This design comes from an exercise in tuning for small area, a short achievable clock period and few clock cycles per item on the open sky130 flow, not from production work.
In this exercise RTL edits were held to simulation tests only and were not proved equivalent to the original.
Power is estimated from default activity; no workload was simulated.

==> 07-18 <==
// rv32_exec_cluster
module rv32_exec_cluster (
    input  logic                   clk_i,
    input  logic                   rst_n_i,
    input  logic                   issue_valid_i,
    input  rv32_isa_pkg::exec_op_e issue_op_i,
    input  logic [32-1:0]       issue_a_i,
    input  logic [32-1:0]       issue_b_i,
    input  rv32_flow_pkg::tag_t    issue_tag_i,
    output logic                   issue_credit_o,
    input  logic                   res_credit_i,
    output logic                   res_valid_o,
    output rv32_flow_pkg::tag_t    res_tag_o,
    output logic [32-1:0]       res_data_o
);
==> flow/config.mk <==
export PLATFORM = sky130hd
export DESIGN_NAME = rv32_exec_cluster
export DESIGN_NICKNAME = rv32_exec_cluster
export VERILOG_FILES = /design/flow/design.v
export SDC_FILE = /design/flow/constraint.sdc
export NUM_CORES = 4
export LEC_CHECK = 0
export CAP_MARGIN = 20
export CORE_MARGIN = 2
export CORE_UTILIZATION = 55
export SETUP_SLACK_MARGIN = 5
export SLEW_MARGIN = 20
==> flow/constraint.sdc <==
create_clock -name core_clock -period 10.0 [get_ports {clk_i}]
set_input_delay 2.0000 -clock core_clock [delete_from_list [all_inputs] [get_ports {clk_i}]]
set_output_delay 2.0000 -clock core_clock [all_outputs]
set_load 0.01 [all_outputs]
run.sh (not shown) runs the stock make flow with config.mk's settings and CLKGATE_MAP_FILE= SYNTH_SCRIPT=/design/flow/synth_recipe.tcl, a recipe that flattens the netlist after the stock synthesis.
==> 02-13: changes against 07-18 <==
--- a/flow/design.v
+++ b/flow/design.v
@@ -30,30 +30,61 @@
     typedef logic [$clog2(4 + 1)-1:0] credit_t;
     typedef enum logic [1:0] {
         DV_IDLE = 2'b00,
         DV_ITER = 2'b01,
         DV_FIN  = 2'b10    
     } dv_state_e;
 endpackage
 `timescale 1ns/1ns
+module rv32_add #(
+    parameter int W = 32
+) (
+    input  logic [W-1:0] a_i,
+    input  logic [W-1:0] b_i,
+    input  logic         ci_i,
+    output logic [W-1:0] s_o,
+    output logic         co_o
+);
+    localparam int L = $clog2(W);
+    logic [L:0][W-1:0] g, p;
+    always_comb begin
+        g[0]    = a_i & b_i;
+        p[0]    = a_i ^ b_i;
+        g[0][0] = g[0][0] | (p[0][0] & ci_i);
+        for (int l = 0; l < L; l++) begin
+            for (int i = 0; i < W; i++) begin
+                if (((i >> l) & 1) == 1) begin
+                    g[l+1][i] = g[l][i] | (p[l][i] & g[l][((i >> l) << l) - 1]);
+                    p[l+1][i] = p[l][i] & p[l][((i >> l) << l) - 1];
+                end else begin
+                    g[l+1][i] = g[l][i];
+                    p[l+1][i] = p[l][i];
+                end
+            end
+        end
+        s_o  = (a_i ^ b_i) ^ {g[L][W-2:0], ci_i};
+        co_o = g[L][W-1];
+    end
+endmodule
 module rv32_alu_pipe (
     input  rv32_isa_pkg::exec_op_e op_i,
     input  logic [32-1:0]       a_i,
     input  logic [32-1:0]       b_i,
     output logic [32-1:0]       res_o
 );
     logic             sub;
     logic [32:0]   sum;
     logic             ltu, lt;
     logic             sll, fill;
     logic [32-1:0] sh_in, sh_out, sh_rev;
     logic [32:0]   sh_ext;
     assign sub = op_i[3] | op_i[1];
-    assign sum = {1'b0, a_i} + {1'b0, b_i ^ {32{sub}}} + {{32{1'b0}}, sub};
+    rv32_add #(.W(32)) rv32_add_i (.a_i(a_i), .b_i(b_i ^ {32{sub}}), .ci_i(sub),
+                                      .s_o(sum[32-1:0]), .co_o(sum[32]));
     assign ltu = ~sum[32];
     assign lt  = (a_i[32-1] ^ b_i[32-1]) ? a_i[32-1] : sum[32-1];
     assign sll  = (op_i[2:0] == 3'b001);
     assign fill = op_i[3] & a_i[32-1];
     always_comb begin
         for (int i = 0; i < 32; i++) sh_in[i] = sll ? a_i[32-1-i] : a_i[i];
     end
     assign sh_ext = $signed({fill, sh_in}) >>> b_i[4:0];
@@ -115,17 +146,18 @@
         else          valid_o <= valid_i;
     end
     always_ff @(posedge clk_i) begin
         m_s    <= t_s;
         m_c    <= t_c;
         m_hi   <= hi_i;
         slot_o <= slot_i;
     end
-    assign prod  = m_s + m_c;
+    logic prod_co;
+    rv32_add #(.W(2*32)) rv32_add_i (.a_i(m_s), .b_i(m_c), .ci_i(1'b0), .s_o(prod), .co_o(prod_co));
     assign res_o = m_hi ? prod[2*32-1:32] : prod[32-1:0];
 endmodule
 module rv32_clz32 (
     input  logic [31:0] x_i,
     output logic [5:0]  n_o
 );
     logic [15:0]      nz1, c1;
     logic [7:0]       nz2;
@@ -174,38 +206,45 @@
     rv32_flow_pkg::dv_state_e state;
     logic                 start;
     logic [32-1:0]     pa, pb;
     logic [5:0]           za, zb, sh;
     logic                 div0, qzero;
     logic [32-1:0]     r, q, d;
     logic [3:0]           cnt;
     logic                 negq, negr, is_rem;
-    logic [32+2:0]     t1, t2, t3;
     logic [1:0]           qq;
     logic [32-1:0]     r_nx;
     logic [32-1:0]     fin_val;
     logic                 fin_neg;
     assign start   = any_i && (state != rv32_flow_pkg::DV_ITER);
     assign start_o = start;
     assign pa = a_i[pick_i];
     assign pb = b_i[pick_i];
     rv32_clz32 rv32_clz32_a (.x_i(pa), .n_o(za));
     rv32_clz32 rv32_clz32_b (.x_i(pb), .n_o(zb));
     assign div0  = (zb == 6'd32);
     assign qzero = (zb < za);
     assign sh    = zb - za;
-    assign t1 = {3'b0, r} - {3'b0, d};
-    assign t2 = {3'b0, r} - {2'b0, d, 1'b0};
-    assign t3 = {3'b0, r} - {3'b0, d} - {2'b0, d, 1'b0};
+    logic [32-1:0] t1;
+    logic [32:0]   t2;
+    logic [32+1:0] t3, c3s, c3c;
+    logic             ge1, ge2, ge3;
+    rv32_add #(.W(32)) rv32_add_t1 (.a_i(r), .b_i(~d), .ci_i(1'b1), .s_o(t1), .co_o(ge1));
+    rv32_add #(.W(32+1)) rv32_add_t2 (.a_i({1'b0, r}), .b_i(~{d, 1'b0}), .ci_i(1'b1),
+                                         .s_o(t2), .co_o(ge2));
+    assign c3s = {2'b0, r} ^ ~{2'b0, d} ^ ~{1'b0, d, 1'b0};
+    assign c3c = ({2'b0, r} & ~{2'b0, d}) | ({2'b0, r} & ~{1'b0, d, 1'b0}) | (~{2'b0, d} & ~{1'b0, d, 1'b0});
+    rv32_add #(.W(32+2)) rv32_add_t3 (.a_i(c3s), .b_i({c3c[32:0], 1'b1}), .ci_i(1'b1),
+                                         .s_o(t3), .co_o(ge3));
     always_comb begin
-        if (!t3[32+2])      begin qq = 2'd3; r_nx = t3[32-1:0]; end
-        else if (!t2[32+2]) begin qq = 2'd2; r_nx = t2[32-1:0]; end
-        else if (!t1[32+2]) begin qq = 2'd1; r_nx = t1[32-1:0]; end
-        else                   begin qq = 2'd0; r_nx = r; end
+        if (ge3)      begin qq = 2'd3; r_nx = t3[32-1:0]; end
+        else if (ge2) begin qq = 2'd2; r_nx = t2[32-1:0]; end
+        else if (ge1) begin qq = 2'd1; r_nx = t1; end
+        else          begin qq = 2'd0; r_nx = r; end
     end
     always_ff @(posedge clk_i) begin
         if (!rst_n_i) begin
             state <= rv32_flow_pkg::DV_IDLE;
         end else if (start) begin
             state <= (div0 || qzero) ? rv32_flow_pkg::DV_FIN : rv32_flow_pkg::DV_ITER;
         end else if (state == rv32_flow_pkg::DV_ITER) begin
             if (cnt == 4'd0) state <= rv32_flow_pkg::DV_FIN;
@@ -232,17 +271,19 @@
             q   <= {q[32-3:0], qq};
             d   <= {2'b0, d[32-1:2]};
             cnt <= cnt - 4'd1;
         end
     end
     assign fin_o   = (state == rv32_flow_pkg::DV_FIN);
     assign fin_val = is_rem ? r : q;
     assign fin_neg = is_rem ? negr : negq;
-    assign res_o   = (fin_val ^ {32{fin_neg}}) + {{(32-1){1'b0}}, fin_neg};
+    logic fin_co;
+    rv32_add #(.W(32)) rv32_add_fin (.a_i(fin_val ^ {32{fin_neg}}), .b_i('0), .ci_i(fin_neg),
+                                        .s_o(res_o), .co_o(fin_co));
 endmodule
 module rv32_mul_tree (
     input  logic [32:0] x,
     input  logic [16:0] bone,    
     input  logic [16:0] btwo,    
     input  logic [16:0] bneg,    
     output logic [63:0] s,
     output logic [63:0] c
@@ -2158,18 +2199,23 @@
         i_btwo <= e_two;
         i_bneg <= e_neg;
     end
     logic                 div_signed;
     logic [32-1:0]     alu_res, abs_a, abs_b, x_a;
     rv32_flow_pkg::slot_t x_slot;
     assign div_signed = !i_op[0];
     rv32_alu_pipe rv32_alu_pipe_i (.op_i(i_op), .a_i(i_a), .b_i(i_b), .res_o(alu_res));
-    assign abs_a = (div_signed && i_a[32-1]) ? -i_a : i_a;
-    assign abs_b = (div_signed && i_b[32-1]) ? -i_b : i_b;
+    logic neg_a, neg_b, abs_a_co, abs_b_co;
+    assign neg_a = div_signed && i_a[32-1];
+    assign neg_b = div_signed && i_b[32-1];
+    rv32_add #(.W(32)) rv32_add_abs_a (.a_i(i_a ^ {32{neg_a}}), .b_i('0), .ci_i(neg_a),
+                                          .s_o(abs_a), .co_o(abs_a_co));
+    rv32_add #(.W(32)) rv32_add_abs_b (.a_i(i_b ^ {32{neg_b}}), .b_i('0), .ci_i(neg_b),
+                                          .s_o(abs_b), .co_o(abs_b_co));
     assign x_a   = i_div ? abs_a : alu_res;
     logic                 m_valid;
     rv32_flow_pkg::slot_t m_slot;
     logic [32-1:0]     m_data;
     rv32_mul_pipe rv32_mul_pipe_i (.clk_i(clk_i),
                                    .rst_n_i(rst_n_i),
                                    .valid_i(i_valid && i_mul),
                                    .hi_i(i_mhi),
CORE_UTILIZATION = 30   (was 55)
==> 02-26: changes against 07-18 <==
--- a/flow/design.v
+++ b/flow/design.v
@@ -30,30 +30,61 @@
     typedef logic [$clog2(4 + 1)-1:0] credit_t;
     typedef enum logic [1:0] {
         DV_IDLE = 2'b00,
         DV_ITER = 2'b01,
         DV_FIN  = 2'b10    
     } dv_state_e;
 endpackage
 `timescale 1ns/1ns
+module rv32_add #(
+    parameter int W = 32
+) (
+    input  logic [W-1:0] a_i,
+    input  logic [W-1:0] b_i,
+    input  logic         ci_i,
+    output logic [W-1:0] s_o,
+    output logic         co_o
+);
+    localparam int L = $clog2(W);
+    logic [L:0][W-1:0] g, p;
+    always_comb begin
+        g[0]    = a_i & b_i;
+        p[0]    = a_i ^ b_i;
+        g[0][0] = g[0][0] | (p[0][0] & ci_i);
+        for (int l = 0; l < L; l++) begin
+            for (int i = 0; i < W; i++) begin
+                if (((i >> l) & 1) == 1) begin
+                    g[l+1][i] = g[l][i] | (p[l][i] & g[l][((i >> l) << l) - 1]);
+                    p[l+1][i] = p[l][i] & p[l][((i >> l) << l) - 1];
+                end else begin
+                    g[l+1][i] = g[l][i];
+                    p[l+1][i] = p[l][i];
+                end
+            end
+        end
+        s_o  = (a_i ^ b_i) ^ {g[L][W-2:0], ci_i};
+        co_o = g[L][W-1];
+    end
+endmodule
 module rv32_alu_pipe (
     input  rv32_isa_pkg::exec_op_e op_i,
     input  logic [32-1:0]       a_i,
     input  logic [32-1:0]       b_i,
     output logic [32-1:0]       res_o
 );
     logic             sub;
     logic [32:0]   sum;
     logic             ltu, lt;
     logic             sll, fill;
     logic [32-1:0] sh_in, sh_out, sh_rev;
     logic [32:0]   sh_ext;
     assign sub = op_i[3] | op_i[1];
-    assign sum = {1'b0, a_i} + {1'b0, b_i ^ {32{sub}}} + {{32{1'b0}}, sub};
+    rv32_add #(.W(32)) rv32_add_i (.a_i(a_i), .b_i(b_i ^ {32{sub}}), .ci_i(sub),
+                                      .s_o(sum[32-1:0]), .co_o(sum[32]));
     assign ltu = ~sum[32];
     assign lt  = (a_i[32-1] ^ b_i[32-1]) ? a_i[32-1] : sum[32-1];
     assign sll  = (op_i[2:0] == 3'b001);
     assign fill = op_i[3] & a_i[32-1];
     always_comb begin
         for (int i = 0; i < 32; i++) sh_in[i] = sll ? a_i[32-1-i] : a_i[i];
     end
     assign sh_ext = $signed({fill, sh_in}) >>> b_i[4:0];
@@ -115,17 +146,18 @@
         else          valid_o <= valid_i;
     end
     always_ff @(posedge clk_i) begin
         m_s    <= t_s;
         m_c    <= t_c;
         m_hi   <= hi_i;
         slot_o <= slot_i;
     end
-    assign prod  = m_s + m_c;
+    logic prod_co;
+    rv32_add #(.W(2*32)) rv32_add_i (.a_i(m_s), .b_i(m_c), .ci_i(1'b0), .s_o(prod), .co_o(prod_co));
     assign res_o = m_hi ? prod[2*32-1:32] : prod[32-1:0];
 endmodule
 module rv32_clz32 (
     input  logic [31:0] x_i,
     output logic [5:0]  n_o
 );
     logic [15:0]      nz1, c1;
     logic [7:0]       nz2;
@@ -174,38 +206,45 @@
     rv32_flow_pkg::dv_state_e state;
     logic                 start;
     logic [32-1:0]     pa, pb;
     logic [5:0]           za, zb, sh;
     logic                 div0, qzero;
     logic [32-1:0]     r, q, d;
     logic [3:0]           cnt;
     logic                 negq, negr, is_rem;
-    logic [32+2:0]     t1, t2, t3;
     logic [1:0]           qq;
     logic [32-1:0]     r_nx;
     logic [32-1:0]     fin_val;
     logic                 fin_neg;
     assign start   = any_i && (state != rv32_flow_pkg::DV_ITER);
     assign start_o = start;
     assign pa = a_i[pick_i];
     assign pb = b_i[pick_i];
     rv32_clz32 rv32_clz32_a (.x_i(pa), .n_o(za));
     rv32_clz32 rv32_clz32_b (.x_i(pb), .n_o(zb));
     assign div0  = (zb == 6'd32);
     assign qzero = (zb < za);
     assign sh    = zb - za;
-    assign t1 = {3'b0, r} - {3'b0, d};
-    assign t2 = {3'b0, r} - {2'b0, d, 1'b0};
-    assign t3 = {3'b0, r} - {3'b0, d} - {2'b0, d, 1'b0};
+    logic [32-1:0] t1;
+    logic [32:0]   t2;
+    logic [32+1:0] t3, c3s, c3c;
+    logic             ge1, ge2, ge3;
+    rv32_add #(.W(32)) rv32_add_t1 (.a_i(r), .b_i(~d), .ci_i(1'b1), .s_o(t1), .co_o(ge1));
+    rv32_add #(.W(32+1)) rv32_add_t2 (.a_i({1'b0, r}), .b_i(~{d, 1'b0}), .ci_i(1'b1),
+                                         .s_o(t2), .co_o(ge2));
+    assign c3s = {2'b0, r} ^ ~{2'b0, d} ^ ~{1'b0, d, 1'b0};
+    assign c3c = ({2'b0, r} & ~{2'b0, d}) | ({2'b0, r} & ~{1'b0, d, 1'b0}) | (~{2'b0, d} & ~{1'b0, d, 1'b0});
+    rv32_add #(.W(32+2)) rv32_add_t3 (.a_i(c3s), .b_i({c3c[32:0], 1'b1}), .ci_i(1'b1),
+                                         .s_o(t3), .co_o(ge3));
     always_comb begin
-        if (!t3[32+2])      begin qq = 2'd3; r_nx = t3[32-1:0]; end
-        else if (!t2[32+2]) begin qq = 2'd2; r_nx = t2[32-1:0]; end
-        else if (!t1[32+2]) begin qq = 2'd1; r_nx = t1[32-1:0]; end
-        else                   begin qq = 2'd0; r_nx = r; end
+        if (ge3)      begin qq = 2'd3; r_nx = t3[32-1:0]; end
+        else if (ge2) begin qq = 2'd2; r_nx = t2[32-1:0]; end
+        else if (ge1) begin qq = 2'd1; r_nx = t1; end
+        else          begin qq = 2'd0; r_nx = r; end
     end
     always_ff @(posedge clk_i) begin
         if (!rst_n_i) begin
             state <= rv32_flow_pkg::DV_IDLE;
         end else if (start) begin
             state <= (div0 || qzero) ? rv32_flow_pkg::DV_FIN : rv32_flow_pkg::DV_ITER;
         end else if (state == rv32_flow_pkg::DV_ITER) begin
             if (cnt == 4'd0) state <= rv32_flow_pkg::DV_FIN;
@@ -232,17 +271,19 @@
             q   <= {q[32-3:0], qq};
             d   <= {2'b0, d[32-1:2]};
             cnt <= cnt - 4'd1;
         end
     end
     assign fin_o   = (state == rv32_flow_pkg::DV_FIN);
     assign fin_val = is_rem ? r : q;
     assign fin_neg = is_rem ? negr : negq;
-    assign res_o   = (fin_val ^ {32{fin_neg}}) + {{(32-1){1'b0}}, fin_neg};
+    logic fin_co;
+    rv32_add #(.W(32)) rv32_add_fin (.a_i(fin_val ^ {32{fin_neg}}), .b_i('0), .ci_i(fin_neg),
+                                        .s_o(res_o), .co_o(fin_co));
 endmodule
 module rv32_mul_tree (
     input  logic [32:0] x,
     input  logic [16:0] bone,    
     input  logic [16:0] btwo,    
     input  logic [16:0] bneg,    
     output logic [63:0] s,
     output logic [63:0] c
@@ -2158,18 +2199,23 @@
         i_btwo <= e_two;
         i_bneg <= e_neg;
     end
     logic                 div_signed;
     logic [32-1:0]     alu_res, abs_a, abs_b, x_a;
     rv32_flow_pkg::slot_t x_slot;
     assign div_signed = !i_op[0];
     rv32_alu_pipe rv32_alu_pipe_i (.op_i(i_op), .a_i(i_a), .b_i(i_b), .res_o(alu_res));
-    assign abs_a = (div_signed && i_a[32-1]) ? -i_a : i_a;
-    assign abs_b = (div_signed && i_b[32-1]) ? -i_b : i_b;
+    logic neg_a, neg_b, abs_a_co, abs_b_co;
+    assign neg_a = div_signed && i_a[32-1];
+    assign neg_b = div_signed && i_b[32-1];
+    rv32_add #(.W(32)) rv32_add_abs_a (.a_i(i_a ^ {32{neg_a}}), .b_i('0), .ci_i(neg_a),
+                                          .s_o(abs_a), .co_o(abs_a_co));
+    rv32_add #(.W(32)) rv32_add_abs_b (.a_i(i_b ^ {32{neg_b}}), .b_i('0), .ci_i(neg_b),
+                                          .s_o(abs_b), .co_o(abs_b_co));
     assign x_a   = i_div ? abs_a : alu_res;
     logic                 m_valid;
     rv32_flow_pkg::slot_t m_slot;
     logic [32-1:0]     m_data;
     rv32_mul_pipe rv32_mul_pipe_i (.clk_i(clk_i),
                                    .rst_n_i(rst_n_i),
                                    .valid_i(i_valid && i_mul),
                                    .hi_i(i_mhi),
==> flow/flow/run.sh (new file) <==
#!/bin/bash
# The standard layout, with its timing repair aimed further below the clock
# period than config.mk's settings allow (a setup margin of 5.4 ns).
set -euo pipefail
bash standard.sh SETUP_SLACK_MARGIN=5.4 finish > standard_flow.log 2>&1
==> flow/standard.sh (new file) <==
#!/bin/bash
# synth_recipe.tcl (not shown) runs the flow's synth.tcl, then flattens the netlist and writes it again
# the make line also repeats each setting of config.mk as NAME=value (left out here)
make -C /OpenROAD-flow-scripts/flow DESIGN_CONFIG=/design/flow/config.mk WORK_HOME=/design/flow/orfs CLKGATE_MAP_FILE= SYNTH_SCRIPT=/design/flow/synth_recipe.tcl "${@:-finish}"
CORE_UTILIZATION = 40   (was 55)
SETUP_SLACK_MARGIN = not set   (was 5)
removed: flow/run.sh
==> qor summary <==
Result of the run: 02-13 complete, no violations; 02-26 complete, no violations; 07-18 complete, no violations
Layout overhead on the synthesized area: 02-13 11.1%; 02-26 13.5%; 07-18 10.9%
Area share of xor/xnor cells in the synthesized design: 02-13 11.9%; 02-26 11.9%; 07-18 12.0%
Final WL: 02-13 266 mm; 02-26 267 mm; 07-18 272 mm
Data buffer area share: 02-13 3.68%; 02-26 5.87%; 07-18 4.91%
Fraction of power consumed by the clock network: 02-13 12.5%; 02-26 12.5%; 07-18 10.3%
Proportion of cell area occupied by multi-input gates: 02-13 61.7%; 02-26 61.2%; 07-18 63.0%
Footprint of the multi-input gates: 02-13 44,900 um^2; 02-26 45,500 um^2; 07-18 46,600 um^2
Post-detailed-placement half-perimeter wirelength: 02-13 182 mm; 02-26 177 mm; 07-18 187 mm
Fraction of post-synthesis cell area in the top cell type by area: 02-13 15.7%; 02-26 15.7%; 07-18 14.4%
Part of the power in combinational logic: 02-13 69.8%; 02-26 69.8%; 07-18 74.5%
Net Switching: 02-13 12.1 mW; 02-26 12.0 mW; 07-18 14.4 mW
Leak pwr: 02-13 28.3 nW; 02-26 29.4 nW; 07-18 29.5 nW
Placed cells: 02-13 9,388; 02-26 8,703; 07-18 8,532
Normalized max-slew margin: 02-13 16.5%; 02-26 24.3%; 07-18 20.7%
Non-CTS buffers: 02-13 285; 02-26 398; 07-18 380
Slowest stage delay, CP: 02-13 1.10 ns; 02-26 0.59 ns; 07-18 0.42 ns
Crit path setup slack, layout: 02-13 5.04 ns; 02-26 5.33 ns; 07-18 4.41 ns
Clock-pin slew on the worst setup and hold paths: 02-13 0.07 ns; 02-26 0.06 ns; 07-18 0.06 ns
Sequential cell area fraction in the yosys report: 02-13 24.8%; 02-26 24.8%; 07-18 24.3%
Setup slack of the worst register-to-register path: 02-13 5.04 ns; 02-26 5.33 ns; 07-18 4.41 ns
DR WL met2: 02-13 118 mm; 02-26 120 mm; 07-18 119 mm
Testbench counts of 07-18, summed over its fixed seeds: cycles 12,930, items 12,000.
Testbench counts of 02-13, summed over its fixed seeds: cycles 12,930, items 12,000.
Testbench counts of 02-26, summed over its fixed seeds: cycles 12,930, items 12,000.

## afterwards: timing with drivers on the ports
In the flow no input, the clock included, has a driving cell. The finished layouts below were timed again as built, in two steps.
Step 1 sets driving cells, clkbuf_16 on the clock port and buf_2 on the other inputs (assumed; they add their load-dependent delay and slew).
Step 2 adds t to the input delays and takes it off the output delays; t is the mean of the earliest and latest rising clock arrival at the registers after step 1. Input paths then give back, and output paths get back, about the clock's delay inside the block.
a / b / c = ideal ports / drivers / drivers and shift; a / b = the first two.
run | t (ns) | setup WS [ns] | latest minus earliest clock arrival (ns)
07-18 | 0.770 | 4.408 / 4.408 / 4.408 | 0.046 / 0.046
02-13 | 0.803 | 5.039 / 5.039 / 5.039 | 0.091 / 0.091
02-26 | 0.780 | 5.331 / 5.331 / 5.331 | 0.056 / 0.056
After both steps setup and hold are still met in every run listed.
